Background: an optimization exercise with open tools, aiming at small area and a short achievable clock period. Do not read the settings as production practice. The RTL was checked by simulation tests, not by an equivalence proof against the original design. Power and IR drop assume default switching activity.

==> flow/design.v (excerpt) <==
module alu_32
(
  input  logic              clk,
  input  logic              rst,
  input  logic [2:0]        ALU_OP,
  input  logic [alu_32_pkg::DATA_W-1:0] A,
  input  logic [alu_32_pkg::DATA_W-1:0] B,
  input  logic              C_I,
  output logic [alu_32_pkg::DATA_W-1:0] R,
  output logic              C_O
);
  logic bone_0;
  logic btwo_0;
  logic bneg_0;
  logic pp_0_0;
  logic pp_0_1;
  logic pp_0_2;
  logic pp_0_3;
  logic pp_0_4;
  logic pp_0_5;
  logic pp_0_6;
  logic pp_0_7;
  logic pp_0_8;
  logic pp_0_9;
  logic pp_0_10;
  logic pp_0_11;
  logic pp_0_12;
  logic pp_0_13;
  logic pp_0_14;
  logic pp_0_15;
  logic pp_0_16;
  logic pp_0_17;
  logic pp_0_18;
  logic pp_0_19;
  logic pp_0_20;
  logic pp_0_21;
  logic pp_0_22;
  logic pp_0_23;
  logic pp_0_24;
  logic pp_0_25;
  logic pp_0_26;
  logic pp_0_27;
  logic pp_0_28;
  logic pp_0_29;
  logic pp_0_30;
  logic pp_0_31;
  logic pp_0_32;
  logic bone_1;
  logic btwo_1;
  logic bneg_1;
  ...
Size in the first run: about 1,700 cells after synthesis, about 0.015 mm^2 of cells after synthesis.
==> flow/config.mk <==
export PLATFORM = sky130hd
export DESIGN_NAME = alu_32
export DESIGN_NICKNAME = alu_32
export VERILOG_FILES = /design/flow/design.v
export SDC_FILE = /design/flow/constraint.sdc
export NUM_CORES = 4
export LEC_CHECK = 0
export CAP_MARGIN = 20
export CORE_MARGIN = 2
export CORE_UTILIZATION = 40
export SETUP_SLACK_MARGIN = 3
export SLEW_MARGIN = 20
export SYNTH_HIERARCHICAL = 1
export SYNTH_MINIMUM_KEEP_SIZE = 0
export TNS_END_PERCENT = 0
==> flow/constraint.sdc <==
create_clock -name core_clock -period 11.0 [get_ports {clk}]
set_input_delay 2.2000 -clock core_clock [delete_from_list [all_inputs] [get_ports {clk}]]
set_output_delay 2.2000 -clock core_clock [all_outputs]
set_load 0.01 [all_outputs]
standard.sh (not shown) runs the stock make flow with config.mk's settings and CLKGATE_MAP_FILE= SYNTH_SCRIPT=/design/flow/synth_recipe.tcl, a recipe that flattens the netlist after the stock synthesis.
==> flow/flow/run.sh <==
#!/bin/bash
# Layout flow: the standard synthesis, then every combinational cell set to the
# smallest drive of its family (the layout's repair steps size up again where
# timing, slew or capacitance need it), then the standard layout steps with
# small port buffers. Each step's full output goes to a log file here.
set -euo pipefail
R=$PWD/orfs/results/$FLOW_PLATFORM/alu_32/base
LIB=$FLOW_HOME/platforms/$FLOW_PLATFORM/lib/sky130_fd_sc_hd__tt_025C_1v80.lib
EXTRA=()
[[ -f flow/extra.txt ]] && mapfile -t EXTRA < <(grep -v '^#' flow/extra.txt | grep .)
bash standard.sh "${EXTRA[@]}" "$R/1_2_yosys.v" > synth.log 2>&1
cp "$R/1_2_yosys.v" yosys_std.v
python3 flow/downsize.py "$LIB" yosys_std.v "$R/1_2_yosys.v" > downsize.log 2>&1
bash standard.sh "${EXTRA[@]}" finish > layout.log 2>&1
==> flow/flow/extra.txt <==
# extra ORFS make variables, one per line
BUFFER_PORTS_ARGS=-buffer_cell sky130_fd_sc_hd__buf_1
REMOVE_ABC_BUFFERS=1
Other scripts of this flow, unchanged in this note and not shown: flow/flow/downsize.py
Edit:
==> flow/flow/extra.txt (replaced) <==
# extra ORFS make variables, one per line
BUFFER_PORTS_ARGS=-buffer_cell sky130_fd_sc_hd__buf_2
REMOVE_ABC_BUFFERS=1
Settings changed: SETUP_SLACK_MARGIN 3 to 3.5.
What happened: The new run completed without violations; final cell count went up by 1.4%; total power rises by 14%; worst setup slack gains 0.28 ns; critical path depth came out lower by 3; sequential share of layout area shrinks by 0.28 points; design area climbs by 7.6%; routed wire length goes up by 3.6%.
Edit:
Settings changed: SETUP_SLACK_MARGIN 3.5 to 3.25.
=>
- setup slack is worse by 0.10 ns
- total power decreases by 9.5%
- cell count decreases by 2.4%
- via count decreases by 2.5%
- routed wire length decreases by 4.2%
- fmax decreases by 1.3%
- area after synthesis stays the same

## re-timing with driven ports
Ports are ideal in the flow. The routed layouts listed here were re-timed in OpenROAD.
Step 1 sets driving cells, clkbuf_16 on the clock port and buf_2 on the other inputs (assumed; they add their load-dependent delay and slew).
Step 2 moves the port delays by t, midway between the first and last clock arrival at a register: inputs arrive t later, outputs are due t later. That takes back most of the time a late clock gives input paths.
Slacks: no drivers / after step 1 / after step 2; pairs: no drivers / after step 1.
| run | shift t [ns] | slack for setup (ns) | clock arrival spread, ns | worst data-port slew with drivers (ns) | cell pins on the clock port's net |
|---|---|---|---|---|---|
| the first run | 0.329 | 3.236 / 3.237 / 2.909 | 0.009 / 0.009 | 0.08 | 1 |
| the second run | 0.322 | 3.516 / 3.412 / 3.091 | 0.013 / 0.013 | 0.27 | 1 |
| the third run | 0.321 | 3.414 / 3.275 / 2.955 | 0.013 / 0.013 | 0.18 | 1 |
After both steps setup and hold are still met in every run listed. The setup slack of the third run, which loses most, moves by -0.139 ns with the drivers and by -0.459 ns with both steps.
